This design comes from an exercise in tuning for small area on the open sky130 flow, not from production work. Only simulation tests tie the RTL to the original design; equivalence was not proved. No activity file was given, so power comes from the tool's default toggle rates.

## design/flow/design.v

```verilog
package sha256_pkg;
  localparam int BLOCK_W = 512;
  localparam int HASH_W  = 256;
  localparam logic [HASH_W-1:0] SHA256_IV =
    256'h6a09e667_bb67ae85_3c6ef372_a54ff53a_510e527f_9b05688c_1f83d9ab_5be0cd19;
  typedef enum logic [1:0] {
    IDLE   = 2'd0,
    RUN    = 2'd1,
    DRAIN  = 2'd2,
    DIGEST = 2'd3
  } ctrl_state_e;
endpackage
module sha256_stream_ctrl #(
  parameter int TIMEOUT_CYCLES = 64,
  parameter int CNT_W          = 16
) (
  input  logic               clk,
  input  logic               rst_n,
  input  logic               blk_valid,
  output logic               blk_ready,
  input  logic [sha256_pkg::BLOCK_W-1:0] blk_data,
  input  logic               blk_first,
  input  logic               blk_last,
  output logic               comp_start,
  output logic [sha256_pkg::BLOCK_W-1:0] comp_message,
  output logic [sha256_pkg::HASH_W-1:0]  comp_init_hash,
  input  logic [sha256_pkg::HASH_W-1:0]  comp_hash,
  input  logic               comp_done,
  output logic               digest_valid,
  input  logic               digest_ready,
  output logic [sha256_pkg::HASH_W-1:0]  digest,
  output logic               busy,
  output logic               error,
  output logic [CNT_W-1:0]   block_count
);
  localparam int               WD_W    = $clog2(TIMEOUT_CYCLES);
  localparam logic [WD_W-1:0]  WD_LAST = WD_W'(TIMEOUT_CYCLES - 1);
  sha256_pkg::ctrl_state_e        state, state_next;
  logic [sha256_pkg::HASH_W-1:0]  chain;
  logic               chain_valid;
  logic               last_flag;
  logic [WD_W-1:0]    watchdog;
  logic accept, run_done, run_timeout, drain_exit;
  assign blk_ready    = (state == sha256_pkg::IDLE);
  assign digest_valid = (state == sha256_pkg::DIGEST);
  assign busy         = (state != sha256_pkg::IDLE);
  assign accept      = blk_valid & blk_ready;
  assign run_done    = (state == sha256_pkg::RUN) & comp_done;
  assign run_timeout = (state == sha256_pkg::RUN) & ~comp_done & (watchdog == WD_LAST);
  assign drain_exit  = (state == sha256_pkg::DRAIN) & ~comp_done;
  always_ff @(posedge clk or negedge rst_n) begin
    if (!rst_n) state <= sha256_pkg::IDLE;
    else        state <= state_next;
  end
  always_comb begin
    state_next = state;
    unique case (state)
      sha256_pkg::IDLE:    if (accept)                    state_next = sha256_pkg::RUN;
      sha256_pkg::RUN:     if (run_done)                  state_next = sha256_pkg::DRAIN;
               else if (run_timeout)          state_next = sha256_pkg::IDLE;
      sha256_pkg::DRAIN:   if (drain_exit)                state_next = last_flag ? sha256_pkg::DIGEST : sha256_pkg::IDLE;
      sha256_pkg::DIGEST:  if (digest_ready)              state_next = sha256_pkg::IDLE;
      default:                                state_next = sha256_pkg::IDLE;
    endcase
  end
  always_ff @(posedge clk or negedge rst_n) begin
    if (!rst_n) begin
      comp_start     <= 1'b0;
      comp_message   <= '0;
      comp_init_hash <= '0;
      digest         <= '0;
      chain          <= '0;
      chain_valid    <= 1'b0;
      last_flag      <= 1'b0;
      error          <= 1'b0;
      block_count    <= '0;
      watchdog       <= '0;
    end else begin
      if (accept) begin
        comp_message   <= blk_data;
        comp_init_hash <= (blk_first || !chain_valid) ? sha256_pkg::SHA256_IV : chain;
        last_flag      <= blk_last;
        comp_start     <= 1'b1;
        watchdog       <= '0;
        if (blk_first) begin
          block_count <= '0;
          error       <= 1'b0;
        end else if (!chain_valid) begin
          error <= 1'b1;
        end
      end
      if (run_done) begin
        chain       <= comp_hash;
        chain_valid <= 1'b1;
        comp_start  <= 1'b0;
        watchdog    <= '0;
        if (block_count != '1) block_count <= block_count + 1'b1;
      end else if (run_timeout) begin
        comp_start  <= 1'b0;
        error       <= 1'b1;
        chain_valid <= 1'b0;
        watchdog    <= '0;
      end else if (state == sha256_pkg::RUN) begin
        watchdog <= watchdog + 1'b1;
      end
      if (drain_exit && last_flag) begin
        digest      <= chain;
        chain_valid <= 1'b0;
      end
    end
  end
endmodule
```

## design/flow/run.sh

```bash
#!/bin/bash
# synth_recipe.tcl (not shown) runs the flow's synth.tcl, then flattens the netlist and writes it again
# the make line also repeats each setting of config.mk as NAME=value (left out here)
make -C /OpenROAD-flow-scripts/flow DESIGN_CONFIG=/design/flow/config.mk WORK_HOME=/design/flow/orfs CLKGATE_MAP_FILE= SYNTH_SCRIPT=/design/flow/synth_recipe.tcl finish
```

## design/flow/config.mk

```make
export PLATFORM = sky130hd
export DESIGN_NAME = sha256_stream_ctrl
export DESIGN_NICKNAME = sha256_stream_ctrl
export VERILOG_FILES = /design/flow/design.v
export SDC_FILE = /design/flow/constraint.sdc
export NUM_CORES = 4
export LEC_CHECK = 0
export CAP_MARGIN = 20
export CORE_AREA = 10 10 640 640
export DIE_AREA = 0 0 650 650
export SLEW_MARGIN = 20
```

## design/flow/constraint.sdc

```tcl
create_clock -name core_clock -period 5.0 [get_ports {clk}]
set_input_delay 1.0000 -clock core_clock [delete_from_list [all_inputs] [get_ports {clk}]]
set_output_delay 1.0000 -clock core_clock [all_outputs]
set_load 0.01 [all_outputs]
```

==> reports/results.md, run 1 <==
• 12.5% — initial core utilization
• 5 — Worst Reg-to-Reg Cells
• finished clean — result of the run
• 1010 ps — worst slew pin tran
• and2_1, clkdlybuf4s50_1 — worst-path cell chain
• 44000 — number of global-route vias before repair
• flop to primary output — classification of the worst setup path
• 0 — hold violation total from the final report
• input pin to async pin — class of the tightest hold or removal check
• 1 — Buf+Inv Stages, Crit Path
• 66.0% — share of the synthesized area in the top cell type
• 1819 — IO Port Bufs
• 9.78 um^2 — post-synthesis average cell area
• 51 — Unique masters post-synth
• 650 um — die extent in x
• 890 ps — clock latency on the worst-skew pair
• 66.0% — sequential share of the synthesized area
• 0.0743 mm^2 — Post-Place Cell Area
• 312000 um — estimated wirelength of the detail-placed design
• 1820 — number of top-level design ports
• state[1] — first element of the critical path
• 1308 — total of flip-flops plus latches after synthesis
• 0 — global route overflow
• 3.58 — Avg Vias per Cell
• 2640 ps — arrival time at the worst endpoint
• 2620 ps — setup slack of the worst register-to-register path
• 0 — final-report max-slew violation count
• 160 — initial antenna violation count
• 30.6 um — post-detailed-route wirelength per cell
• 231 — total number of placement rows
• false — RSZ-0062 raised after global routing
• digest_valid — destination of the critical timing path
• 0.0496 mm^2 — synthesized area
• 20.2% — post-route core utilization
• 1 — warnings from Yosys
• 0 — final setup violation count
• 5 — total iterations of the first detailed-routing run
• 0 — # resized after CTS
• 1000 ps — slowest cell delay on critical path
• 11900 — placed instance count
• 0.928 — final weighted congestion in routability-driven placement
• 0.396 mm^2 — Core Area
• 100% — fraction of synthesis flops using an asynchronous set or reset pin
• 17.0% — global-route usage over all layers
• built — clock tree from TritonCTS
• clkbuf_16 — root buf cell
• block_count[1] — source of the worst register-to-register timing path
• 61.4% — Layout Area Growth over Synthesis
• 56.1 mW — Power Total
• 0 — DRT antenna net count
• 140 ps — minimum hold slack
• 702 mW/mm^2 — power per cell area
• 0 — quantity of hold-fixing buffers added after cts
• 0 — max-cap viol count
• 37.0 nW — Pleak
• 12 — maximum fanout along the worst path
• 43300 — Fillers
• 275 MHz — maximum clock frequency
• 1360 ps — PnR worst setup slack
• 0 — number of enable flip-flop cells after synthesis
• 481000 um — first-pass GRT wire length
• buffers and inverters — gate family responsible for the most delay along the worst path
• 0 — DRC viols
• 4 — buffers from clock root to sink, at most
• 1540 ps — worst slack, placed
• primary output — critical path capture point type
• clkdlybuf4s50_1 — cell type of the slowest stage on the worst timing path
• 1308 — count of clock tree sinks
• dfrtp_1 66%, nand2_1 21%, mux2_1 5.8%, o21ai_0 1.4%, clkbuf_1 1.3% — top cells by area, synth
• dfrtp_1 — Primary FF master, synth
• 43900 — number of vias in the routed layout
• 296 uV — peak ir drop on the vdd network
• dfrtp_1 — Synth area leader
• 4 — Max H-tree Level
• 0 ps — Post-Route Setup TNS
• 72.8% — final period utilization
• 5847 — nets in the synthesized netlist
• 0.0800 mm^2 — area of all placed cells without fillers
• flop — Worst Setup Start Kind
• 2 — Crit path depth
• 76.1 ps — Post-Route Skew
• 650 um — chip height
• 5070 — number of standard cells after synthesis
• 12300 — post-route insts no fill
• 5.44% — ratio of cells with drive above 1 in the final layout
• 0.423 mm^2 — Die ar.
• 139 — maximum number of pins on one net before global-route repair
• 3481 — drt first-iter violations
• 3640 ps — time the worst path needs with I/O delays and setup
• 7628 — NumNets Final
• 168 — CTS buffer count
• 32.7% — Relative slew margins
• 375000 um — wire length reported by the detailed router
• block_count[2] — end of the worst register-to-register path
• 4000 ps — Crit path required time
• 60 ps — Clock Pin Slew Worst Setup and Hold Paths
• 0 — number of buffers inserted to repair setup after CTS
## metal layers
layer | track usage [%] | vias up | share of wire, %
met2 | 28.5 | 1839 | 47
met5 | 0 | - | 0.051
met4 | 4.29 | 30 | 3.1
met1 | 20.0 | 22000 | 40
li1 | - | 19500 | -
met3 | 7.15 | 443 | 10
## worst min path at each step
stage | startpoint | end | slack [ps] | depth (start not counted)
after floorplan | last_flag | last_flag | 450 | 2
after global placement | comp_init_hash[100] | comp_init_hash[100] | 450 | 2
after detailed placement | comp_init_hash[89] | comp_init_hash[89] | 450 | 2
after CTS | rst_n | comp_message[461] | 40 | 1
after global routing | rst_n | comp_message[461] | 60 | 1
final | rst_n | comp_message[461] | 140 | 1
## placed cells by master (no fill, tap or decap), types with 3 or more instances in the layout
cell             instances
a31oi_1                  3
buf_12                  39
a221o_1                  7
inv_6                    7
clkbuf_16              172
clkinv_4                 5
nand2_1               2833
nand4_1                  3
nor4_1                   9
clkbuf_8                27
clkinv_2                33
o21ai_0                140
buf_4                   52
a21oi_1                  4
nand3_1                125
nor2b_1                  3
a21o_1                   4
inv_8                    5
diode_2                 39
bufinv_16               11
mux2_1                 256
dfrtp_1               1308
clkinvlp_4               9
and2_1                   3
nor3_1                  13
nor2_1                  10
clkdlybuf4s50_1       1814
clkbuf_1                27
inv_1                   10
o21ai_1                  6
## registers in the layout, indices dropped and copies added (netlist names)
register and cells:
comp_message 512, chain 256, comp_init_hash 256, digest 256, block_count 16, watchdog 6, state 2, chain_valid 1
comp_start 1, error 1, last_flag 1
## Yosys cell counts (2+ instances only)
cell and number:
mux2_1 256, nor2b_1 4, nor3_1 13, a221o_1 7, clkbuf_1 176, nor4_1 9
buf_1 20, nand4_1 3, xor2_1 2, a31oi_1 3, a21o_1 4, nand3_1 125
nand4_2 2, o31ai_1 2, ha_1 2, a21oi_1 4, dfrtp_1 1308, nor2_1 10
buf_4 3, o21ai_1 6, nand2_1 2833, o21ai_0 140, inv_1 10, and3_1 2
buf_2 96, nand3b_1 2, and2_1 3, nor3b_1 2
## logic make-up (layout without fill, tap and decap cells)
kind of cell / Yosys count / in the layout / synth area share [%]
buffers and inverters: 305 / 2217 / 2.57
other: 0 / 39 / 0
AND/OR/NAND/NOR: 3017 / 3017 / 23.4
AO/OA/AOI/OAI: 177 / 177 / 1.99
XOR/XNOR: 2 / 2 / 0.0353
flip-flops: 1308 / 1308 / 66.0
multiplexers: 259 / 259 / 5.90
adder cells (fa/ha/maj): 2 / 2 / 0.0505
## report_power, final
part	total [mW]	switching (mW)	leakage (nW)	internal, mW
clock network	12.7	5.36	2.76	7.33
logic	24.4	14.9	17.8	9.49
registers	19.0	3.63	16.4	15.4
## worst register-to-register path: cells and delay by family (launching register included)
kind	cells	cell delay, ps
AND/OR/NAND/NOR	3	1190
flip-flops	1	440
AO/OA/AOI/OAI	1	390
adder cells (fa/ha/maj)	1	240
## cell type report
cell class	instances	area [um^2]	share of cell area [%]
antenna	39	97.6	0.122
tap	5242	6560	8.20
timing repair buffer	1906	19400	24.2
clock inverter	75	841	1.05
clock buffer	226	4780	5.97
multi-input combinational	3457	15600	19.5
inverter	10	37.5	0.0469
sequential	1308	32700	40.9
==> run 2: changes to the inputs <==
==> design/flow/design.v (replaced) <==
package sha256_pkg;
  localparam int BLOCK_W = 512;
  localparam int HASH_W  = 256;
  localparam logic [HASH_W-1:0] SHA256_IV =
    256'h6a09e667_bb67ae85_3c6ef372_a54ff53a_510e527f_9b05688c_1f83d9ab_5be0cd19;
  typedef enum logic [1:0] {
    IDLE   = 2'd0,
    RUN    = 2'd1,
    DRAIN  = 2'd2,
    DIGEST = 2'd3
  } ctrl_state_e;
endpackage
module sha256_stream_ctrl #(
  parameter int TIMEOUT_CYCLES = 64,
  parameter int CNT_W          = 16
) (
  input  logic               clk,
  input  logic               rst_n,
  input  logic               blk_valid,
  output logic               blk_ready,
  input  logic [sha256_pkg::BLOCK_W-1:0] blk_data,
  input  logic               blk_first,
  input  logic               blk_last,
  output logic               comp_start,
  output logic [sha256_pkg::BLOCK_W-1:0] comp_message,
  output logic [sha256_pkg::HASH_W-1:0]  comp_init_hash,
  input  logic [sha256_pkg::HASH_W-1:0]  comp_hash,
  input  logic               comp_done,
  output logic               digest_valid,
  input  logic               digest_ready,
  output logic [sha256_pkg::HASH_W-1:0]  digest,
  output logic               busy,
  output logic               error,
  output logic [CNT_W-1:0]   block_count
);
  localparam int               WD_W    = $clog2(TIMEOUT_CYCLES);
  localparam logic [WD_W-1:0]  WD_LAST = WD_W'(TIMEOUT_CYCLES - 1);
  logic st_idle, st_busy, st_run, st_drain, st_digest;
  logic [sha256_pkg::HASH_W-1:0] chain;
  logic chain_valid;
  logic last_flag;
  logic [WD_W-1:0] watchdog;
  logic accept, run_done, run_wait, run_timeout, drain_exit, digest_exit;
  logic load_iv, chain_hold;
  logic nx_idle, nx_run, nx_drain, nx_digest;
  assign blk_ready    = st_idle;
  assign busy         = st_busy;
  assign comp_start   = st_run;
  assign digest_valid = st_digest;
  assign accept      = st_idle & blk_valid;
  assign run_done    = st_run & comp_done;
  assign run_wait    = st_run & ~comp_done;
  assign run_timeout = run_wait & (watchdog == WD_LAST);
  assign drain_exit  = st_drain & ~comp_done;
  assign digest_exit = st_digest & digest_ready;
  assign nx_run    = accept | (run_wait & ~(watchdog == WD_LAST));
  assign nx_drain  = run_done | (st_drain & comp_done);
  assign nx_digest = (drain_exit & last_flag) | (st_digest & ~digest_ready);
  assign nx_idle   = (st_idle & ~blk_valid) | run_timeout | (drain_exit & ~last_flag) | digest_exit;
  always_ff @(posedge clk or negedge rst_n) begin
    if (!rst_n) begin
      st_idle   <= 1'b1;
      st_busy   <= 1'b0;
      st_run    <= 1'b0;
      st_drain  <= 1'b0;
      st_digest <= 1'b0;
    end else begin
      st_idle   <= nx_idle;
      st_busy   <= ~nx_idle;
      st_run    <= nx_run;
      st_drain  <= nx_drain;
      st_digest <= nx_digest;
    end
  end
  always_ff @(posedge clk) begin
    watchdog <= run_wait ? watchdog + 1'b1 : '0;
  end
  always_ff @(posedge clk) begin
    comp_message <= ({sha256_pkg::BLOCK_W{st_idle}} & blk_data)
                  | ({sha256_pkg::BLOCK_W{st_busy}} & comp_message);
  end
  assign load_iv    = accept & (blk_first | ~chain_valid);
  assign chain_hold = (st_busy & ~run_done)
                    | (st_idle & ~(blk_valid & (blk_first | ~chain_valid)));
  always_ff @(posedge clk) begin
    chain <= ({sha256_pkg::HASH_W{run_done}}   & comp_hash)
           | ({sha256_pkg::HASH_W{load_iv}}    & sha256_pkg::SHA256_IV)
           | ({sha256_pkg::HASH_W{chain_hold}} & chain);
  end
  assign comp_init_hash = chain;
  assign digest         = chain;
  always_ff @(posedge clk or negedge rst_n) begin
    if (!rst_n) begin
      chain_valid <= 1'b0;
      last_flag   <= 1'b0;
      error       <= 1'b0;
      block_count <= '0;
    end else begin
      if (accept) begin
        last_flag <= blk_last;
        if (blk_first)         error <= 1'b0;
        else if (!chain_valid) error <= 1'b1;
        if (blk_first) block_count <= '0;
      end
      if (run_done) begin
        chain_valid <= 1'b1;
        if (block_count != '1) block_count <= block_count + 1'b1;
      end else if (run_timeout) begin
        error       <= 1'b1;
        chain_valid <= 1'b0;
      end
      if (drain_exit && last_flag) chain_valid <= 1'b0;
    end
  end
endmodule
--- a/design/flow/config.mk
+++ b/design/flow/config.mk
@@ -6,6 +6,6 @@
 export NUM_CORES = 4
 export LEC_CHECK = 0
 export CAP_MARGIN = 20
-export CORE_AREA = 10 10 640 640
-export DIE_AREA = 0 0 650 650
+export CORE_AREA = 5 5 525 525
+export DIE_AREA = 0 0 530 530
 export SLEW_MARGIN = 20
==> run 2 against run 1 <==
Compared with the run above: synthesized area decreased by 47%; critical path depth decreased by 1; critical path type unchanged; clock skew decreased by 1.4 ps; highest routed layer unchanged; fmax increased by 2.3%; first-iteration DRC count decreased by 43%; sequential power decreased by 36%.
==> reports/results.md, run 2 <==
• comp_message[344] — end of the worst register-to-register path, was block_count[2]
• 60.8% — sequential share of the synthesized area, was 66.0%
• 9.80% — initial core utilization, was 12.5%
• 175 — maximum number of pins on one net before global-route repair, was 139
• 1820 — number of top-level design ports, unchanged
• 7315 — post-route insts no fill, was 12300
• finished clean — result of the run, unchanged
• 788 mW/mm^2 — power per cell area, was 702 mW/mm^2
• 0 — number of buffers inserted to repair setup after CTS, unchanged
• 0.0851% — mux contribution to synthesized area, was 5.90%
• 445 ps — minimum hold slack, was 140 ps
• 830 ps — clock latency on the worst-skew pair, was 890 ps
• false — RSZ-0062 raised after global routing, unchanged
• 27.2% — synthesized-area fraction occupied by ao, oa, aoi and oai cells, was 1.99%
• 530 um — chip height, was 650 um
• 0.0945% — Adder-Cell Fraction of Synth Area, was 0.0505%
• 7101 — placed instance count, was 11900
• primary output — critical path capture point type, unchanged
• 1090 ps — worst slew pin tran, was 1010 ps
• 1 — warnings from Yosys, unchanged
• 90.4% — Layout Area Growth over Synthesis, was 61.4%
• 1.48% — area share of and/or/nand/nor cells after synthesis, was 23.4%
• 60 ps — Clock Pin Slew Worst Setup and Hold Paths, about the same
• flop — Worst Setup Start Kind, unchanged
• 1440 ps — PnR worst setup slack, was 1360 ps
• 51 — Unique masters post-synth, unchanged
• 512 — max FFs per register, unchanged
• 25500 — number of global-route vias before repair, was 44000
• 4 — buffers from clock root to sink, at most, unchanged
• 191 — total number of placement rows, was 231
• 1818 x clkdlybuf4s50_1, 774 x dfxtp_1, 632 x a22o_1 — commonest non-fill, non-tap cells in the layout, was 2833 x nand2_1, 1814 x clkdlybuf4s50_1, 1308 x dfrtp_1
• 19.3 nW — Pleak, was 37.0 nW
• dfxtp_1 59%, a22o_1 21%, buf_4 7.3%, a221o_1 5.3%, clkbuf_1 2.2% — top cells by area, synth, was dfrtp_1 66%, nand2_1 21%, mux2_1 5.8%, o21ai_0 1.4%, clkbuf_1 1.3%
• 0 ps — Post-Route Setup TNS, unchanged
• 4415 — NumNets Final, was 7628
• 530 um — die extent in x, was 650 um
• 0 — hold violation total from the final report, unchanged
• 27.4% — Relative slew margins, was 32.7%
• 0.0265 mm^2 — synthesized area, was 0.0496 mm^2
• 0 — # resized after CTS, unchanged
• 2915 — nets in the synthesized netlist, was 5847
• 0 — DRC viols, unchanged
• watchdog[0] — end point of the worst hold path
• compound AO/OA/AOI/OAI gates — largest family of logic cells by synthesized area, was simple AND/OR/NAND/NOR gates
• 4000 ps — Crit path required time, about the same
• comp_message — register containing the most flip-flops in the final layout, unchanged
• 1070 ps — slowest cell delay on critical path, was 1000 ps
• 1480 ps — worst slack, placed, was 1540 ps
• 105 — CTS buffer count, was 168
• 39.0 um — post-detailed-route wirelength per cell, was 30.6 um
• 0 — quantity of hold-fixing buffers added after cts, unchanged
• built — clock tree from TritonCTS, unchanged
• 1819 — IO Port Bufs, unchanged
• 2560 ps — arrival time at the worst endpoint, was 2640 ps
• 71.2% — final period utilization, was 72.8%
• 5.65% — ratio of cells with drive above 1 in the final layout, was 5.44%
• 285000 um — wire length reported by the detailed router, was 375000 um
• 798 — count of clock tree sinks, was 1308
• 26500 — number of vias in the routed layout, was 43900
• 1 — Buf+Inv Stages, Crit Path, unchanged
• flop to flop — class of the tightest hold or removal check, was input pin to async pin
• 2140 ps — setup slack of the worst register-to-register path, was 2620 ps
• 58.5% — share of the synthesized area in the top cell type, was 66.0%
• 60 — maximum fanout along the worst path, was 12
• 2138 — number of standard cells after synthesis, was 5070
• 18.7% — post-route core utilization, was 20.2%
• 3.62 — Avg Vias per Cell, was 3.58
• 248000 um — estimated wirelength of the detail-placed design, was 312000 um
• clkbuf_16 — root buf cell, unchanged
• st_idle — source of the worst register-to-register timing path, was block_count[1]
• dfxtp_1 — library cell with the highest instance count after synthesis, was nand2_1
• flop to primary output — classification of the worst setup path, unchanged
• clkdlybuf4s50_1 — worst-path cell chain, was and2_1, clkdlybuf4s50_1
• 1.08 — final weighted congestion in routability-driven placement, was 0.928
• 0 — DRT antenna net count, unchanged
• 5 — total iterations of the first detailed-routing run, unchanged
• 798 — total of flip-flops plus latches after synthesis, was 1308
• 1984 — drt first-iter violations, was 3481
• 3.01% — fraction of synthesis flops using an asynchronous set or reset pin, was 100%
• 774 x dfxtp_1, 633 x a22o_1, 256 x buf_4 — synth cell count leaders, was 2833 x nand2_1, 1308 x dfrtp_1, 256 x mux2_1
• dfxtp_1 — Primary FF master, synth, was dfrtp_1
• 3 — Worst Reg-to-Reg Cells, was 5
• clkdlybuf4s50_1 — most common cell after layout, fill and taps aside, was nand2_1
• 19.1% — global-route usage over all layers, was 17.0%
• 1 — number of cells on the worst hold path
• flip-flops — gate family responsible for the most delay along the worst path, was buffers and inverters
• 281 MHz — maximum clock frequency, was 275 MHz
• 0 — number of enable flip-flop cells after synthesis, unchanged
• 3 — Max H-tree Level, was 4
• 12.4 um^2 — post-synthesis average cell area, was 9.78 um^2
• dfstp_4 — cell type of the slowest stage on the worst timing path, was clkdlybuf4s50_1
• 3560 ps — time the worst path needs with I/O delays and setup, was 3640 ps
• 0 — max-cap viol count, unchanged
• 148 — initial antenna violation count, was 160
• 0.270 mm^2 — Core Area, was 0.396 mm^2
• 0.281 mm^2 — Die ar., was 0.423 mm^2
• watchdog[0] — Worst Hold Launch
• dfxtp_1 — Synth area leader, was dfrtp_1
• 341000 um — first-pass GRT wire length, was 481000 um
• comp_message: 512 flops, chain: 256 flops, block_count: 16 flops — biggest registers after layout
• 74.7 ps — Post-Route Skew, was 76.1 ps
• 0 — final setup violation count, unchanged
• 0 — final-report max-slew violation count, unchanged
• 0.132% — XOR/XNOR share of the synthesized area, was 0.0353%
• 422 uV — peak ir drop on the vdd network, was 296 uV
• 0 — global route overflow, unchanged
run 2: changes by cell type after synthesis, sizes merged, moves of 137 or more:
cell   delta
nand2  -2823
dfrtp  -1285
dfxtp   +774
a22o    +633
mux2    -255
buf     +169
o21ai   -137
run 2: layout make-up:
cell class                 instances  area [um^2]
tap                             3570         4470
clock buffer                     136         2920
timing repair buffer            1839        18500
antenna                           26         65.1
fill                           29400       220000
inverter                          12         45.0
clock inverter                    52          617
sequential                       798        16100
multi-input combinational        882         7710
run 2: how the worst max path moves through the flow:
stage	start	end	slack (ps)	cells past startpoint
finish	st_idle	blk_ready	1440	1
global route	st_idle	blk_ready	1310	1
CTS	st_idle	blk_ready	1270	1
detailed placement	comp_done	chain[77]	1480	5
global placement	comp_done	chain[77]	1580	5
floorplan	blk_valid	chain[182]	2740	5
run 2: worst register-to-register path, cell delays in order (launching register included):
cell and delay, ps:
dfstp_4 1070, buf_4 640, buf_12 520, a22o_1 610
run 2: power breakdown:
part           internal, mW  leakage (nW)  switching [mW]  total [mW]
registers              9.40          6.79            2.80        12.2
clock network          4.68          1.74            3.30        7.98
logic                  9.02          10.7            10.5        19.6
total                  23.1          19.3            16.6        39.7
run 2: kinds of logic (layout without fill, tap and decap cells):
logic type	count (synthesis)	count (layout)
adders and majority gates	2	2
muxes	2	2
DFF	798	798
buffers and inverters	458	2039
and+or+nand+nor	63	63
other	0	26
xor gates and xnor gates	4	4
AOI/OAI and AO/OA	811	811
run 2: per-layer routing:
layer / global-route usage, % / part of all wire [%]
met1: 22.2 / 39
met2: 30.5 / 45
met3: 9.26 / 12
met4: 6.79 / 4.2
met5: 0.427 / 0.15
run 2: stage by stage:
stage,instance area (um^2),power [mW]
2_1_floorplan,26500,17.9
3_3_place_gp,46800,32.0
3_5_place_dp,46800,32.1
4_1_cts,50300,40.4
5_1_grt,50400,41.3
6_report,50400,39.7
==> run 3: changes to the inputs <==
--- a/design/flow/design.v
+++ b/design/flow/design.v
@@ -82,22 +82,26 @@
   assign load_iv    = accept & (blk_first | ~chain_valid);
   assign chain_hold = (st_busy & ~run_done)
                     | (st_idle & ~(blk_valid & (blk_first | ~chain_valid)));
-  always_ff @(posedge clk) begin
-    chain <= ({sha256_pkg::HASH_W{run_done}}   & comp_hash)
-           | ({sha256_pkg::HASH_W{load_iv}}    & sha256_pkg::SHA256_IV)
-           | ({sha256_pkg::HASH_W{chain_hold}} & chain);
+  for (genvar i = 0; i < sha256_pkg::HASH_W; i++) begin : g_chain
+    logic chain_d;
+    if (sha256_pkg::SHA256_IV[i])
+      assign chain_d = (~run_done | comp_hash[i]) & (~chain_hold | chain[i]);
+    else
+      assign chain_d = (run_done & comp_hash[i]) | (chain_hold & chain[i]);
+    always_ff @(posedge clk) chain[i] <= chain_d;
   end
   assign comp_init_hash = chain;
   assign digest         = chain;
+  always_ff @(posedge clk) begin
+    if (accept) last_flag <= blk_last;
+  end
   always_ff @(posedge clk or negedge rst_n) begin
     if (!rst_n) begin
       chain_valid <= 1'b0;
-      last_flag   <= 1'b0;
       error       <= 1'b0;
       block_count <= '0;
     end else begin
       if (accept) begin
-        last_flag <= blk_last;
         if (blk_first)         error <= 1'b0;
         else if (!chain_valid) error <= 1'b1;
         if (blk_first) block_count <= '0;
==> design/flow/flow/run.sh (new file) <==
#!/bin/bash
# Standard ORFS flow (the standard.sh, unchanged synthesis) with:
#  - port buffers of the smallest buffer cell instead of the resizer's pick
#  - I/O pins allowed on every routing track so a small die holds all ports,
#    the clock pin placed alone in the middle of the left edge
#  - a clock tree of small clock buffers without dummy loads
set -uo pipefail
F=$(pwd)/flow
bash standard.sh \
  "IO_PLACER_V=met2 met4" \
  "BUFFER_PORTS_ARGS=-buffer_cell sky130_fd_sc_hd__buf_1" \
  "PRE_IO_PLACEMENT_TCL=$F/pins_pre.tcl" \
  "PLACE_PINS_ARGS=-min_distance 1 -min_distance_in_tracks -corner_avoidance 8 -exclude left:121-129" \
  "CTS_ARGS=-sink_clustering_enable -repair_clock_nets -dont_use_dummy_load -buf_list {sky130_fd_sc_hd__clkbuf_4 sky130_fd_sc_hd__clkbuf_8} -sink_clustering_size 16 -sink_clustering_max_diameter 50" \
  finish > standard.log 2>&1
==> design/flow/flow/pins_pre.tcl (new file) <==
# Put the clock pin in the middle of the left edge, with no other pin in a
# band around it (place_pins is told to exclude that band).
place_pin -pin_name clk -layer met3 -location {0.4 125.0} -force_to_die_boundary
==> design/flow/standard.sh (new file) <==
#!/bin/bash
# synth_recipe.tcl (not shown) runs the flow's synth.tcl, then flattens the netlist and writes it again
# the make line also repeats each setting of config.mk as NAME=value (left out here)
make -C /OpenROAD-flow-scripts/flow DESIGN_CONFIG=/design/flow/config.mk WORK_HOME=/design/flow/orfs CLKGATE_MAP_FILE= SYNTH_SCRIPT=/design/flow/synth_recipe.tcl "${@:-finish}"
--- a/design/flow/config.mk
+++ b/design/flow/config.mk
@@ -6,6 +6,6 @@
 export NUM_CORES = 4
 export LEC_CHECK = 0
 export CAP_MARGIN = 20
-export CORE_AREA = 5 5 525 525
-export DIE_AREA = 0 0 530 530
+export CORE_AREA = 5 5 245 245
+export DIE_AREA = 0 0 250 250
 export SLEW_MARGIN = 20
removed: design/flow/run.sh
==> run 3 against run 2 <==
Compared with the run above: the run now fails in global routing; synthesized cell count down 0.61%; synthesized area down 1.2%.
==> reports/results.md, run 3 <==
• aborted with a tool error — result of the run, was finished clean
• global routing — step where the flow halted
• [ERROR GRT-0116] Global routing finished with congestion. Check the congestion regions in the DRC Viewer. — first error
• 1819 — IO Port Bufs, unchanged
• 226 — maximum number of pins on one net before global-route repair
• 45 — Unique masters post-synth, was 51
• 107000 um — estimated wirelength of the detail-placed design, was 248000 um
• 1 — number of enable flip-flop cells after synthesis, was 0
• 3 — Max H-tree Level, unchanged
• 158 — global route overflow
• dfxtp_1 — Primary FF master, synth, unchanged
• 0.0262 mm^2 — synthesized area, was 0.0265 mm^2
• 1 — warnings from Yosys, unchanged
• 0 — number of buffers inserted to repair setup after CTS, unchanged
• 1540 ps — worst slack, placed, was 1480 ps
• 27200 — number of global-route vias before repair
• 12.3 um^2 — post-synthesis average cell area, was 12.4 um^2
• 798 — total of flip-flops plus latches after synthesis, unchanged
• 0 — quantity of hold-fixing buffers added after cts, unchanged
• clkbuf_8 — root buf cell, was clkbuf_16
• 250 um — chip height, was 530 um
• dfxtp_1 — Synth area leader, unchanged
• 1819 — number of top-level design ports, was 1820
• 774 x dfxtp_1, 633 x a22o_1, 257 x buf_4 — synth cell count leaders, was 774 x dfxtp_1, 633 x a22o_1, 256 x buf_4
• 59.2% — share of the synthesized area in the top cell type, was 58.5%
• 250 um — die extent in x, was 530 um
• dfxtp_1 59%, a22o_1 21%, buf_4 7.4%, o22a_1 4.6%, clkbuf_1 2.2% — top cells by area, synth, was dfxtp_1 59%, a22o_1 21%, buf_4 7.3%, a221o_1 5.3%, clkbuf_1 2.2%
• dfxtp_1 — library cell with the highest instance count after synthesis, unchanged
• 74 — CTS buffer count, was 105
• 1.19 — final weighted congestion in routability-driven placement, was 1.08
• 45.6% — initial core utilization, was 9.80%
• 2902 — nets in the synthesized netlist, was 2915
• 211000 um — first-pass GRT wire length
• 3 — buffers from clock root to sink, at most, was 4
• 2.88% — fraction of synthesis flops using an asynchronous set or reset pin, was 3.01%
• 61.6% — sequential share of the synthesized area, was 60.8%
• 4291 — placed instance count, was 7101
• 46.7% — global-route usage over all layers
• 88 — total number of placement rows, was 191
• 0.0315 mm^2 — Post-Place Cell Area, was 0.0468 mm^2
• 798 — count of clock tree sinks, unchanged
• 2125 — number of standard cells after synthesis, was 2138
• 0 — # resized after CTS, unchanged
[run 3: worst min-delay path by stage]
stage,from,cells after the start,end
2_1_floorplan,watchdog[0],1,watchdog[0]
3_3_place_gp,watchdog[0],1,watchdog[0]
3_5_place_dp,watchdog[0],1,watchdog[0]
4_1_cts,rst_n,2,block_count[10]
[run 3: cells by family after synthesis]
logic type / share of synthesized area [%]
AND/OR/NAND/NOR: 1.29
multiplexers: 0.0383
XOR/XNOR: 0.201
AO/OA/AOI/OAI: 26.8
buffers and inverters: 10.0
flip-flops: 61.6
adder cells (fa/ha/maj): 0.0957
[run 3: layer usage]
metal / global-route usage, % / GRT overflow
met1: 48.1 / 6
met3: 27.7 / 4
met4: 44.5 / 66
met2: 64.2 / 82
met5: 9.50 / 0
[run 3: power groups by stage]
stage	registers (mW)	logic (mW)	clock network, mW
3_5_place_dp	11.1	8.66	0
4_1_cts	11.0	8.66	3.45
3_3_place_gp	11.0	8.54	0
2_1_floorplan	11.9	3.83	0
==> run 4: changes to the inputs <==
--- a/design/flow/flow/run.sh
+++ b/design/flow/flow/run.sh
@@ -10,6 +10,6 @@
   "IO_PLACER_V=met2 met4" \
   "BUFFER_PORTS_ARGS=-buffer_cell sky130_fd_sc_hd__buf_1" \
   "PRE_IO_PLACEMENT_TCL=$F/pins_pre.tcl" \
-  "PLACE_PINS_ARGS=-min_distance 1 -min_distance_in_tracks -corner_avoidance 8 -exclude left:121-129" \
+  "PLACE_PINS_ARGS=-min_distance 1 -min_distance_in_tracks -corner_avoidance 8 -exclude left:131-139" \
   "CTS_ARGS=-sink_clustering_enable -repair_clock_nets -dont_use_dummy_load -buf_list {sky130_fd_sc_hd__clkbuf_4 sky130_fd_sc_hd__clkbuf_8} -sink_clustering_size 16 -sink_clustering_max_diameter 50" \
   finish > standard.log 2>&1
==> design/flow/flow/pins_pre.tcl (replaced) <==
# Put the clock pin in the middle of the left edge, with no other pin in a
# band around it (place_pins is told to exclude that band).
place_pin -pin_name clk -layer met3 -location {0.4 135.0} -force_to_die_boundary
--- a/design/flow/config.mk
+++ b/design/flow/config.mk
@@ -6,6 +6,6 @@
 export NUM_CORES = 4
 export LEC_CHECK = 0
 export CAP_MARGIN = 20
-export CORE_AREA = 5 5 245 245
-export DIE_AREA = 0 0 250 250
+export CORE_AREA = 5 5 265 265
+export DIE_AREA = 0 0 270 270
 export SLEW_MARGIN = 20
==> run 4 against run 3 <==
Compared with the run above: the run again fails in global routing; synthesized cell count unchanged; synthesized area unchanged.
==> reports/results.md, run 4 <==
• 2902 — nets in the synthesized netlist, unchanged
• 0 — number of buffers inserted to repair setup after CTS, unchanged
• 1 — warnings from Yosys, unchanged
• 37.7% — global-route usage over all layers
• 26000 — number of global-route vias before repair
• 270 um — die extent in x, was 250 um
• 3 — Max H-tree Level, unchanged
• clkbuf_8 — root buf cell, unchanged
• 774 x dfxtp_1, 633 x a22o_1, 257 x buf_4 — synth cell count leaders, unchanged
• 112 — global route overflow
• 3 — buffers from clock root to sink, at most, unchanged
• 45 — Unique masters post-synth, unchanged
• [ERROR GRT-0116] Global routing finished with congestion. Check the congestion regions in the DRC Viewer. — first error, unchanged
• 99600 um — estimated wirelength of the detail-placed design, was 107000 um
• 798 — total of flip-flops plus latches after synthesis, unchanged
• 1.15 — final weighted congestion in routability-driven placement, was 1.19
• dfxtp_1 — library cell with the highest instance count after synthesis, unchanged
• 0 — quantity of hold-fixing buffers added after cts, unchanged
• 82 — CTS buffer count, was 74
• 200000 um — first-pass GRT wire length
• 1819 — IO Port Bufs, unchanged
• 59.2% — share of the synthesized area in the top cell type, unchanged
• 207 — maximum number of pins on one net before global-route repair
• 12.3 um^2 — post-synthesis average cell area, unchanged
• dfxtp_1 — Primary FF master, synth, unchanged
• 61.6% — sequential share of the synthesized area, unchanged
• dfxtp_1 59%, a22o_1 21%, buf_4 7.4%, o22a_1 4.6%, clkbuf_1 2.2% — top cells by area, synth, unchanged
• 1 — number of enable flip-flop cells after synthesis, unchanged
• 0.0262 mm^2 — synthesized area, unchanged
• 38.9% — initial core utilization, was 45.6%
• 2125 — number of standard cells after synthesis, unchanged
• 270 um — chip height, was 250 um
• aborted with a tool error — result of the run, unchanged
• dfxtp_1 — Synth area leader, unchanged
• global routing — step where the flow halted, unchanged
• 4402 — placed instance count, was 4291
• 1819 — number of top-level design ports, unchanged
• 95 — total number of placement rows, was 88
• 2.88% — fraction of synthesis flops using an asynchronous set or reset pin, unchanged
• 0 — # resized after CTS, unchanged
• 798 — count of clock tree sinks, unchanged
run 4: how the worst min path moves through the flow:
stage                startpoint     endpoint  slack, ps  cells past startpoint
detailed placement  watchdog[0]  watchdog[0]        440                      1
floorplan           watchdog[0]  watchdog[0]        420                      1
global placement    watchdog[0]  watchdog[0]        430                      1
CTS                       rst_n    st_digest        260                      2
run 4: kinds of logic after synthesis:
group | share of synthesized area (%)
AOI/OAI and AO/OA | 26.8
xor gates and xnor gates | 0.201
adders and majority gates | 0.0957
buffers and inverters | 10.0
DFF | 61.6
muxes | 0.0383
and+or+nand+nor | 1.29
run 4: power by group through the flow:
stage	logic (mW)	clock network, mW	registers [mW]
4_1_cts	8.56	3.64	10.9
3_5_place_dp	8.55	0	11.0
3_3_place_gp	8.48	0	11.0
2_1_floorplan	3.83	0	11.9
run 4: per-layer routing:
layer | global-route usage, % | GRT overflow
met5 | 5.39 | 0
met4 | 28.3 | 37
met3 | 22.5 | 2
met2 | 52.7 | 68
met1 | 41.3 | 5
run 4: metrics by stage:
| step | cell area [um^2] | power [mW] | utilization, % | setup WS [ps] |
|---|---|---|---|---|
| after floorplan | 26200 | 15.7 | - | 2830 |
| after global placement | 31700 | 19.5 | 47.2 | 2060 |
| after detailed placement | 31700 | 19.5 | 47.2 | 2000 |
| after CTS | 32800 | 23.1 | 48.9 | 1750 |
==> run 5: changes to the inputs <==
--- a/design/flow/flow/run.sh
+++ b/design/flow/flow/run.sh
@@ -7,9 +7,8 @@
 set -uo pipefail
 F=$(pwd)/flow
 bash standard.sh \
-  "IO_PLACER_V=met2 met4" \
   "BUFFER_PORTS_ARGS=-buffer_cell sky130_fd_sc_hd__buf_1" \
   "PRE_IO_PLACEMENT_TCL=$F/pins_pre.tcl" \
-  "PLACE_PINS_ARGS=-min_distance 1 -min_distance_in_tracks -corner_avoidance 8 -exclude left:131-139" \
+  "PLACE_PINS_ARGS=-min_distance 1 -min_distance_in_tracks -corner_avoidance 8 -exclude left:146-154" \
   "CTS_ARGS=-sink_clustering_enable -repair_clock_nets -dont_use_dummy_load -buf_list {sky130_fd_sc_hd__clkbuf_4 sky130_fd_sc_hd__clkbuf_8} -sink_clustering_size 16 -sink_clustering_max_diameter 50" \
   finish > standard.log 2>&1
==> design/flow/flow/pins_pre.tcl (replaced) <==
# Put the clock pin in the middle of the left edge, with no other pin in a
# band around it (place_pins is told to exclude that band).
place_pin -pin_name clk -layer met3 -location {0.4 150.0} -force_to_die_boundary
--- a/design/flow/config.mk
+++ b/design/flow/config.mk
@@ -6,6 +6,6 @@
 export NUM_CORES = 4
 export LEC_CHECK = 0
 export CAP_MARGIN = 20
-export CORE_AREA = 5 5 265 265
-export DIE_AREA = 0 0 270 270
+export CORE_AREA = 5 5 295 295
+export DIE_AREA = 0 0 300 300
 export SLEW_MARGIN = 20
==> run 5 against run 4 <==
Compared with the run above: the run now finishes clean; synthesized area unchanged; synthesized cell count unchanged.
==> reports/results.md, run 5 <==
• comp_message — register containing the most flip-flops in the final layout
• 90 ps — Clock Pin Slew Worst Setup and Hold Paths
• 4787 — post-route insts no fill
• input pin to async pin — class of the tightest hold or removal check
• 2800 — drt first-iter violations
• 2902 — nets in the synthesized netlist, unchanged
• 31.3% — initial core utilization, was 38.9%
• 0 — # resized after CTS, unchanged
• 60.6% — final period utilization
• dfxtp_1 — Primary FF master, synth, unchanged
• 4611 — placed instance count, was 4402
• 31.9% — global-route usage over all layers
• 0 — global route overflow
• 199 — maximum number of pins on one net before global-route repair
• 774 x dfxtp_1, 633 x a22o_1, 257 x buf_4 — synth cell count leaders, unchanged
• 0 — max-cap viol count
• 106 — total number of placement rows, was 95
• 0 — DRT antenna net count
• 12.3 um^2 — post-synthesis average cell area, unchanged
• 798 — count of clock tree sinks, unchanged
• 736 mW/mm^2 — power per cell area
• 1 — warnings from Yosys, unchanged
• 0 — final-report max-slew violation count
• 45 — Unique masters post-synth, unchanged
• 798 — total of flip-flops plus latches after synthesis, unchanged
• 71 — maximum fanout along the worst path
• false — RSZ-0062 raised after global routing
• 512 — max FFs per register
• 0 — DRC viols
• 0.0262 mm^2 — synthesized area, unchanged
• 3 — buffers from clock root to sink, at most, unchanged
• 1819 — IO Port Bufs, unchanged
• 24.6% — Relative slew margins
• 25300 — number of vias in the routed layout
• 1819 — number of top-level design ports, unchanged
• 1 — Buf+Inv Stages, Crit Path
• 0.0900 mm^2 — Die ar.
• met5 — uppermost signal routing layer after detailed routing
• 27.9% — Layout Area Growth over Synthesis
• clkbuf_8 — root buf cell, unchanged
• 203000 um — first-pass GRT wire length
• flip-flops — gate family responsible for the most delay along the worst path
• 0 — hold violation total from the final report
• 13.1 nW — Pleak
• 127000 um — estimated wirelength of the detail-placed design, was 99600 um
• 0 — number of buffers inserted to repair setup after CTS, unchanged
• 98 — initial antenna violation count
• 4000 ps — Crit path required time
• 24100 — number of global-route vias before repair
• 0 — final setup violation count
• 3 — Max H-tree Level, unchanged
• dfxtp_1 — Synth area leader, unchanged
• 4404 — NumNets Final
• 0.0836 mm^2 — Core Area
• 61.6% — sequential share of the synthesized area, unchanged
• 1 — Crit path depth
• 53500 um — sum of routed wire segments on met1
• 1130 ps — worst slew pin tran
• 720 ps — clock latency on the worst-skew pair
• dfstp_4 — cell type of the slowest stage on the worst timing path
• comp_message: 512 flops, chain: 256 flops, block_count: 16 flops — biggest registers after layout
• 61200 um — met2 routed WL
• 2125 — number of standard cells after synthesis, unchanged
• built — clock tree from TritonCTS
• 300 um — die extent in x, was 270 um
• buf_1 — worst-path cell chain
• flop — Worst Setup Start Kind
• flop to primary output — classification of the worst setup path
• 330 MHz — maximum clock frequency
• 1.15 — final weighted congestion in routability-driven placement, about the same
• 94 — CTS buffer count, was 82
• 8 — total iterations of the first detailed-routing run
• primary output — critical path capture point type
• 0 ps — Post-Route Setup TNS
• 0 — quantity of hold-fixing buffers added after cts, unchanged
• 1 — number of enable flip-flop cells after synthesis, unchanged
• 3030 ps — time the worst path needs with I/O delays and setup
• 59.2% — share of the synthesized area in the top cell type, unchanged
• 32.7 um — post-detailed-route wirelength per cell
• 5.29 — Avg Vias per Cell
• 1140 ps — slowest cell delay on critical path
• 2.88% — fraction of synthesis flops using an asynchronous set or reset pin, unchanged
• dfxtp_1 — library cell with the highest instance count after synthesis, unchanged
• 79.8 ps — Post-Route Skew
• 3.45% — ratio of cells with drive above 1 in the final layout
• dfxtp_1 59%, a22o_1 21%, buf_4 7.4%, o22a_1 4.6%, clkbuf_1 2.2% — top cells by area, synth, unchanged
• 2030 ps — arrival time at the worst endpoint
• 3 — Worst Reg-to-Reg Cells
• finished clean — result of the run, was aborted with a tool error
• 157000 um — wire length reported by the detailed router
• 1819 x buf_1, 774 x dfxtp_1, 632 x a22o_1 — commonest non-fill, non-tap cells in the layout
• 300 um — chip height, was 270 um
• buf_1 — most common cell after layout, fill and taps aside
• 349 uV — peak ir drop on the vdd network
• 21200 um — DR WL met3
## run 5: cell counts after synthesis
Identical to the previous run, type by type.
## run 5: power breakdown
group / switching (mW) / internal (mW) / leakage (nW) / total (mW)
Clock: 2.26 / 1.66 / 0.676 / 3.92
Sequential: 2.15 / 9.11 / 6.78 / 11.3
Combinational: 6.20 / 3.23 / 5.68 / 9.44
Total: 10.6 / 14.0 / 13.1 / 24.6
## run 5: final timing paths
path	start	endpoint	slack, ps
max reg2reg	st_busy	comp_message[395]	2370
min reg2reg	watchdog[0]	watchdog[0]	450
min	rst_n	st_digest	270
max in group asynchronous	rst_n	st_idle	4370
max	st_idle	blk_ready	1970
min in group core_clock	watchdog[0]	watchdog[0]	450
## run 5: area by class of cell
| type | count | area (um^2) |
|---|---|---|
| Clock buffer | 94 | 1290 |
| Inverter | 11 | 41.3 |
| Fill cell | 8650 | 50100 |
| Sequential cell | 798 | 16100 |
| Antenna cell | 82 | 205 |
| Multi-Input combinational cell | 886 | 7450 |
| Tap cell | 1080 | 1350 |
| Timing Repair Buffer | 1836 | 7010 |
## run 5: cells by family (layout without fill, tap and decap cells)
family	after synthesis	count (layout)	synth area share, %
other	0	82	0
buffers and inverters	441	1941	10.0
and+or+nand+nor	64	64	1.29
DFF	798	798	61.6
muxes	1	1	0.0383
AOI/OAI and AO/OA	813	813	26.8
xor gates and xnor gates	6	6	0.201
adders and majority gates	2	2	0.0957
## run 5: routing by layer
layer  global-route usage (%)  vias up
li1                         -    10800
met1                     33.5    11600
met2                     42.4     2101
met3                     17.3      762
met4                     35.4       40
met5                    0.812        -
## run 5: metrics by stage
stage	cell area (um^2)	utilization (%)	hold WS, ps	total power, mW	setup WS, ps
after global routing	33400	40.0	251	25.4	1880
after global placement	32000	38.2	430	20.4	1940
after detailed placement	32000	38.2	450	20.4	1910
after CTS	33300	39.8	185	24.4	1880
final	33500	40.0	271	24.6	1970
after floorplan	26200	-	418	15.7	2830
==> run 6: changes to the inputs <==
--- a/design/flow/flow/run.sh
+++ b/design/flow/flow/run.sh
@@ -10,5 +10,5 @@
   "BUFFER_PORTS_ARGS=-buffer_cell sky130_fd_sc_hd__buf_1" \
   "PRE_IO_PLACEMENT_TCL=$F/pins_pre.tcl" \
   "PLACE_PINS_ARGS=-min_distance 1 -min_distance_in_tracks -corner_avoidance 8 -exclude left:146-154" \
-  "CTS_ARGS=-sink_clustering_enable -repair_clock_nets -dont_use_dummy_load -buf_list {sky130_fd_sc_hd__clkbuf_4 sky130_fd_sc_hd__clkbuf_8} -sink_clustering_size 16 -sink_clustering_max_diameter 50" \
+  "CTS_ARGS=-sink_clustering_enable -repair_clock_nets -dont_use_dummy_load -buf_list {sky130_fd_sc_hd__clkbuf_4} -sink_clustering_size 10 -sink_clustering_max_diameter 35" \
   finish > standard.log 2>&1
==> run 6 against run 5 <==
Compared with the run above: still clean; register-to-register slack gained 70 ps; clock skew up 95 ps; fmax down 5.7%; non-clock buffer count up 1; critical path type unchanged; critical endpoint unchanged; largest power group unchanged.
==> reports/results.md, run 6 <==
• 27.7% — Relative slew margins, was 24.6%
• 1819 — number of top-level design ports, unchanged
• 64.2% — final period utilization, was 60.6%
• 4455 — NumNets Final, was 4404
• dfxtp_1 59%, a22o_1 21%, buf_4 7.4%, o22a_1 4.6%, clkbuf_1 2.2% — top cells by area, synth, unchanged
• 1 — warnings from Yosys, unchanged
• buf_1 — worst-path cell chain, unchanged
• flop to primary output — classification of the worst setup path, unchanged
• input pin to flop — class of the tightest hold or removal check, was input pin to async pin
• 0 ps — Post-Route Setup TNS, unchanged
• 31.3% — initial core utilization, unchanged
• dfxtp_1 — Synth area leader, unchanged
• primary output — critical path capture point type, unchanged
• blk_data[500] — Worst Hold Launch
• 1090 ps — worst slew pin tran, was 1130 ps
• 730 mW/mm^2 — power per cell area, was 736 mW/mm^2
• 2 — number of cells on the worst hold path
• comp_message: 512 flops, chain: 256 flops, block_count: 16 flops — biggest registers after layout, unchanged
• finished clean — result of the run, unchanged
• 32.0% — global-route usage over all layers, was 31.9%
• 71 — maximum fanout along the worst path, unchanged
• 13.1 nW — Pleak, about the same
• 2.88% — fraction of synthesis flops using an asynchronous set or reset pin, unchanged
• 0 — DRC viols, unchanged
• met2 — Most Crowded Layer GR, unchanged
• 2125 — number of standard cells after synthesis, unchanged
• 8 — total iterations of the first detailed-routing run, unchanged
• 4000 ps — Crit path required time, about the same
• 127000 um — estimated wirelength of the detail-placed design, unchanged
• comp_message — register containing the most flip-flops in the final layout, unchanged
• 1910 ps — worst slack, placed, unchanged
• 0 — final setup violation count, unchanged
• 144 — CTS buffer count, was 94
• 157000 um — wire length reported by the detailed router, about the same
• 175 ps — Post-Route Skew, was 79.8 ps
• dfstp_4 — cell type of the slowest stage on the worst timing path, unchanged
• comp_message[500] — end point of the worst hold path
• 3 — Worst Reg-to-Reg Cells, unchanged
• 0.0262 mm^2 — synthesized area, unchanged
• built — clock tree from TritonCTS, unchanged
• 1 — number of enable flip-flop cells after synthesis, unchanged
• 300 um — chip height, unchanged
• 27.1% — Layout Area Growth over Synthesis, was 27.9%
• 0 — final-report max-slew violation count, unchanged
• 59.2% — share of the synthesized area in the top cell type, unchanged
• 32.4 um — post-detailed-route wirelength per cell, was 32.7 um
• 1 — Buf+Inv Stages, Crit Path, unchanged
• 45 — Unique masters post-synth, unchanged
• 2440 ps — setup slack of the worst register-to-register path, was 2370 ps
• 95 — initial antenna violation count, was 98
• 33.3% — met1 usage, was 33.5%
• 0 — number of buffers inserted to repair setup after CTS, unchanged
• 106 — total number of placement rows, unchanged
• 3210 ps — time the worst path needs with I/O delays and setup, was 3030 ps
• 3 — buffers from clock root to sink, at most, unchanged
• 0 — DRT antenna net count, unchanged
• 0 — global route overflow, unchanged
• 2663 — drt first-iter violations, was 2800
• 1819 — IO Port Bufs, unchanged
• 4 — Max H-tree Level, was 3
• 5.30 — Avg Vias per Cell, was 5.29
• buf_1 — most common cell after layout, fill and taps aside, unchanged
• 0.0900 mm^2 — Die ar., unchanged
• 18.4% — global-route track usage on met3, was 17.3%
• clkbuf_4 — root buf cell, was clkbuf_8
• 1 — Crit path depth, unchanged
• 300 um — die extent in x, unchanged
• 798 — count of clock tree sinks, unchanged
• 1020 ps — clock latency on the worst-skew pair, was 720 ps
• 199 — maximum number of pins on one net before global-route repair, unchanged
• flop — Worst Setup Start Kind, unchanged
• flip-flops — gate family responsible for the most delay along the worst path, unchanged
• 0.0836 mm^2 — Core Area, unchanged
• false — RSZ-0062 raised after global routing, unchanged
• 4.76% — ratio of cells with drive above 1 in the final layout, was 3.45%
• dfxtp_1 — Primary FF master, synth, unchanged
• 1.15 — final weighted congestion in routability-driven placement, unchanged
• 1130 ps — slowest cell delay on critical path, was 1140 ps
• comp_message[412] — end of the worst register-to-register path, was comp_message[395]
• 203000 um — first-pass GRT wire length, about the same
• 1790 ps — PnR worst setup slack, was 1970 ps
• 314 uV — peak ir drop on the vdd network, was 349 uV
• 311 MHz — maximum clock frequency, was 330 MHz
• 1819 x buf_1, 774 x dfxtp_1, 632 x a22o_1 — commonest non-fill, non-tap cells in the layout, unchanged
• 0 — max-cap viol count, unchanged
• 61.6% — sequential share of the synthesized area, unchanged
• 0 — hold violation total from the final report, unchanged
• 798 — total of flip-flops plus latches after synthesis, unchanged
• 12.3 um^2 — post-synthesis average cell area, unchanged
• dfxtp_1 — library cell with the highest instance count after synthesis, unchanged
• 512 — max FFs per register, unchanged
• 24500 — number of global-route vias before repair, was 24100
• 2902 — nets in the synthesized netlist, unchanged
• st_busy — source of the worst register-to-register timing path, unchanged
• 110 ps — Clock Pin Slew Worst Setup and Hold Paths, was 90 ps
• 25600 — number of vias in the routed layout, was 25300
• 774 x dfxtp_1, 633 x a22o_1, 257 x buf_4 — synth cell count leaders, unchanged
• 2210 ps — arrival time at the worst endpoint, was 2030 ps
• 42.1% — met2 usage in global routing, was 42.4%
## run 6: logic make-up (layout without fill, tap and decap cells)
logic type	Yosys count	count (layout)	synth area share (%)
compound gates	813	813	26.8
flops	798	798	61.6
buf+inv	441	1992	10.0
simple gates	64	64	1.29
xor+xnor	6	6	0.201
fa+ha+maj	2	2	0.0957
mux	1	1	0.0383
other cells	0	82	0
## run 6: area by class of cell
cell class,instances,area [um^2]
Sequential cell,798,16100
Clock buffer,144,1080
Inverter,11,41.3
Multi-Input combinational cell,886,7450
Timing Repair Buffer,1837,7020
Tap cell,1080,1350
Fill cell,8708,50300
Antenna cell,82,205
## run 6: worst max path at each step
stage              start          to  slack, ps
2_1_floorplan  comp_done    chain[0]       2830
3_3_place_gp   comp_done  chain[194]       1940
3_5_place_dp   comp_done  chain[203]       1910
4_1_cts          st_idle   blk_ready       1610
5_1_grt          st_idle   blk_ready       1600
6_report         st_idle   blk_ready       1790
## run 6: per-stage QoR
stage	util, %	hold slack (ps)	instances	instance area, um^2	power [mW]
final	39.8	189	4838	33300	24.3
after global routing	39.7	54.9	4819	33200	25.1
after CTS	39.6	29.8	4756	33000	24.1
after detailed placement	38.2	450	4611	32000	20.4
after global placement	38.2	430	4611	32000	20.4
after floorplan	-	418	2125	26200	15.7
## run 6: layer usage
metal / share of wire (%) / vias to the layer above
li1: - / 10900
met1: 34 / 11700
met2: 39 / 2187
met3: 14 / 800
met4: 13 / 46
met5: 0.26 / -
## run 6: what timing repair did
action | 4_1_cts | 5_1_grt
resized for setup | 0 | 0
hold buffers | 1 | 0
hold endpoints to repair | 14 | 0
## run 6: power by group
part | internal, mW | switching (mW) | leakage (nW)
sequential | 9.11 | 2.14 | 6.78
combinational | 3.23 | 6.21 | 5.69
clock | 1.31 | 2.26 | 0.663
total | 13.7 | 10.6 | 13.1
==> run 7: changes to the inputs <==
--- a/design/flow/config.mk
+++ b/design/flow/config.mk
@@ -6,6 +6,6 @@
 export NUM_CORES = 4
 export LEC_CHECK = 0
 export CAP_MARGIN = 20
-export CORE_AREA = 5 5 295 295
+export CORE_AREA = 40 40 260 260
 export DIE_AREA = 0 0 300 300
 export SLEW_MARGIN = 20
==> run 7 against run 6 <==
Compared with the run above: still clean; sequential cell count unchanged; first-iteration DRC count grew 92%; utilization increased by 29 points; fmax shrank 5.0%; worst hold slack worse by 120 ps; final cell count down 7.1%; worst setup slack worse by 170 ps; total power increased by 6.1%; largest power group is now combinational cells.
==> reports/results.md, run 7 <==
• 45.2% — global-route usage over all layers, was 32.0%
• flip-flops — gate family responsible for the most delay along the worst path, unchanged
• 2125 — number of standard cells after synthesis, unchanged
• 2.88% — fraction of synthesis flops using an asynchronous set or reset pin, unchanged
• comp_message[50] — end of the worst register-to-register path, was comp_message[412]
• 29100 — number of vias in the routed layout, was 25600
• 0 — # resized after CTS, unchanged
• 84.8 ps — Post-Route Skew, was 175 ps
• 2902 — nets in the synthesized netlist, unchanged
• 285000 um — first-pass GRT wire length, was 203000 um
• 296 MHz — maximum clock frequency, was 311 MHz
• dfxtp_1 59%, a22o_1 21%, buf_4 7.4%, o22a_1 4.6%, clkbuf_1 2.2% — top cells by area, synth, unchanged
• 3 — buffers from clock root to sink, at most, unchanged
• 100 ps — Clock Pin Slew Worst Setup and Hold Paths, was 110 ps
• st_busy — source of the worst register-to-register timing path, unchanged
• 506 uV — peak ir drop on the vdd network, was 314 uV
• dfxtp_1 — library cell with the highest instance count after synthesis, unchanged
• 4424 — NumNets Final, was 4455
• 4495 — post-route insts no fill, was 4838
• 0 — global route overflow, unchanged
• 3 — Max H-tree Level, was 4
• 3919 — Fillers, was 8708
• finished clean — result of the run, unchanged
• 2380 ps — arrival time at the worst endpoint, was 2210 ps
• 6.48 — Avg Vias per Cell, was 5.30
• dfxtp_1 — Synth area leader, unchanged
• input pin to async pin — class of the tightest hold or removal check, was input pin to flop
• primary output — critical path capture point type, unchanged
• 43.5% — sequential power share, was 46.3%
• 798 — count of clock tree sinks, unchanged
• 9 — total iterations of the first detailed-routing run, was 8
• 25900 — number of global-route vias before repair, was 24500
• 1990 ps — setup slack of the worst register-to-register path, was 2440 ps
• 0 — final-report max-slew violation count, unchanged
• flop — Worst Setup Start Kind, unchanged
• 1 — Buf+Inv Stages, Crit Path, unchanged
• 25.4% — Layout Area Growth over Synthesis, was 27.1%
• 39.8% — global-route track usage on met3, was 18.4%
• built — clock tree from TritonCTS, unchanged
• 13.0 nW — Pleak, was 13.1 nW
• 96 — maximum fanout along the worst path, was 71
• 74.1 ps — minimum hold slack, was 189 ps
• comp_message — register containing the most flip-flops in the final layout, unchanged
• 0.00745 mm^2 — multi-input combinational cell area, unchanged
• buf_1 — most common cell after layout, fill and taps aside, unchanged
• 0 — max-cap viol count, unchanged
• 12.3 mW — Net Sw Power, was 10.6 mW
• 59.2% — share of the synthesized area in the top cell type, unchanged
• 0 — DRT antenna net count, unchanged
• comp_message: 512 flops, chain: 256 flops, block_count: 16 flops — biggest registers after layout, unchanged
• 246 — maximum number of pins on one net before global-route repair, was 199
• 0 ps — Post-Route Setup TNS, unchanged
• 4000 ps — Crit path required time, about the same
• 300 um — chip height, unchanged
• 1 — number of enable flip-flop cells after synthesis, unchanged
• 67.6% — final period utilization, was 64.2%
• false — RSZ-0062 raised after global routing, unchanged
• 61.6% — sequential share of the synthesized area, unchanged
• 0 — hold violation total from the final report, unchanged
• clkbuf_4 — root buf cell, unchanged
• 0 — DRC viols, unchanged
• 117 — CTS buffer count, was 144
• 1819 — IO Port Bufs, unchanged
• 0.0262 mm^2 — synthesized area, unchanged
• 12.2% — share of power burned in the clock network, was 14.7%
• buf_1 — worst-path cell chain, unchanged
• 3 — Worst Reg-to-Reg Cells, unchanged
• 774 x dfxtp_1, 633 x a22o_1, 257 x buf_4 — synth cell count leaders, unchanged
• 0 — quantity of hold-fixing buffers added after cts, was 1
• 0.0478 mm^2 — Core Area, was 0.0836 mm^2
• 4143 — placed instance count, was 4611
• 256 — initial antenna violation count, was 95
• 940 ps — clock latency on the worst-skew pair, was 1020 ps
• 51.2 um — post-detailed-route wirelength per cell, was 32.4 um
• 798 — total of flip-flops plus latches after synthesis, unchanged
• 24.3% — Relative slew margins, was 27.7%
• 1 — warnings from Yosys, unchanged
• dfxtp_1 — Primary FF master, synth, unchanged
• 1140 ps — worst slew pin tran, was 1090 ps
• 3380 ps — time the worst path needs with I/O delays and setup, was 3210 ps
• 44.3% — part of the power in combinational logic, was 38.9%
• 47.9% — switching power as a share of total power, was 43.7%
• 80 — total number of placement rows, was 106
• 3.98% — ratio of cells with drive above 1 in the final layout, was 4.76%
• 1.24 — final weighted congestion in routability-driven placement, was 1.15
• 13.4 mW — Internal Power, was 13.7 mW
• 230000 um — wire length reported by the detailed router, was 157000 um
• 12.3 um^2 — post-synthesis average cell area, unchanged
• 0 — number of buffers inserted to repair setup after CTS, unchanged
• 300 um — die extent in x, unchanged
• 5121 — drt first-iter violations, was 2663
• dfstp_4 — cell type of the slowest stage on the worst timing path, unchanged
• flop to primary output — classification of the worst setup path, unchanged
• 62.4% — met2 usage in global routing, was 42.1%
• 37.6% — met1 usage, was 33.3%
• 1 — Crit path depth, unchanged
• 512 — max FFs per register, unchanged
• 190000 um — estimated wirelength of the detail-placed design, was 127000 um
• 785 mW/mm^2 — power per cell area, was 730 mW/mm^2
• 0 — final setup violation count, unchanged
• 1819 — number of top-level design ports, unchanged
• met2 — Most Crowded Layer GR, unchanged
• 1819 x buf_1, 774 x dfxtp_1, 632 x a22o_1 — commonest non-fill, non-tap cells in the layout, unchanged
• 0.0161 mm^2 — area taken by flip-flops and latches, unchanged
• 1250 ps — slowest cell delay on critical path, was 1130 ps
• 45 — Unique masters post-synth, unchanged
• 0.0900 mm^2 — Die ar., unchanged
• 54.7% — initial core utilization, was 31.3%
==> run 7: layout make-up <==
cell class / count / area share [%]
clock buffers: 117 / 2.68
diodes: 235 / 1.79
flip-flops and latches: 798 / 49.1
inverters: 11 / 0.126
repair buffers: 1833 / 21.2
well taps: 615 / 2.35
multi-input cells: 886 / 22.7
==> run 7: worst max-delay path by stage <==
stage | start | to | slack [ps]
2_1_floorplan | comp_done | chain[0] | 2830
3_3_place_gp | comp_done | chain[31] | 1820
3_5_place_dp | comp_done | chain[70] | 1760
4_1_cts | st_idle | blk_ready | 1540
5_1_grt | st_idle | blk_ready | 1500
6_report | st_idle | blk_ready | 1620
==> run 7: logic make-up (layout without fill, tap and decap cells) <==
| family | count (synthesis) | count (layout) | synth area share, % |
|---|---|---|---|
| xor gates and xnor gates | 6 | 6 | 0.201 |
| DFF | 798 | 798 | 61.6 |
| muxes | 1 | 1 | 0.0383 |
| AOI/OAI and AO/OA | 813 | 813 | 26.8 |
| adders and majority gates | 2 | 2 | 0.0957 |
| and+or+nand+nor | 64 | 64 | 1.29 |
| other | 0 | 235 | 0 |
| buffers and inverters | 441 | 1961 | 10.0 |
==> run 7: power groups by stage <==
stage | clock network (mW) | logic, mW | registers [mW]
4_1_cts | 3.12 | 10.7 | 11.0
5_1_grt | 3.42 | 11.3 | 11.4
3_3_place_gp | 0 | 10.6 | 11.0
2_1_floorplan | 0 | 3.83 | 11.9
3_5_place_dp | 0 | 10.7 | 11.1
6_report | 3.13 | 11.4 | 11.2
==> run 7: routing by layer <==
metal / vias to the layer above / part of all wire, %
met4: 138 / 12
met3: 1223 / 20
met1: 13400 / 27
met5: - / 0.77
li1: 11000 / -
met2: 3381 / 40
==> run 7: per-stage QoR <==
stage | utilization [%] | cell area [um^2] | power, mW | worst slack [ps]
final | 68.5 | 32800 | 25.7 | 1620
after global routing | 68.1 | 32600 | 26.1 | 1500
after CTS | 67.3 | 32200 | 24.9 | 1540
after detailed placement | 65.5 | 31300 | 21.8 | 1760
after global placement | 65.5 | 31300 | 21.6 | 1820
after floorplan | - | 26200 | 15.7 | 2830

[afterwards: timing with drivers on the ports]
The results above use ideal ports. As a check the final layouts listed here were re-extracted and re-timed, cells and wires unchanged.
Step 1: set_driving_cell puts a clkbuf_16 on clk and a buf_2 on each other input, an assumption about the parent block.
Step 2, shift: input delay + t, output delay - t, t = (earliest + latest rising clock arrival at the registers) / 2. This alone moves slack from input paths to output paths.
a / b / c = ideal ports / drivers / drivers and shift; a / b = the first two.
run	shift t [ns]	setup slack, ns	worst slew at a driven data input, ns
run 1	0.931	1.359 / 1.272 / 1.520	0.41
run 2	0.869	1.442 / 1.361 / 1.328	0.49
run 5	0.707	1.970 / 1.929 / 1.749	0.19
run 6	0.975	1.789 / 1.748 / 1.721	0.21
run 7	0.933	1.620 / 1.574 / 1.570	0.40
After both steps every run listed still meets setup and hold. For run 5, which loses most, drivers alone change the setup slack by -0.041 ns; drivers and shift together by -0.221 ns.
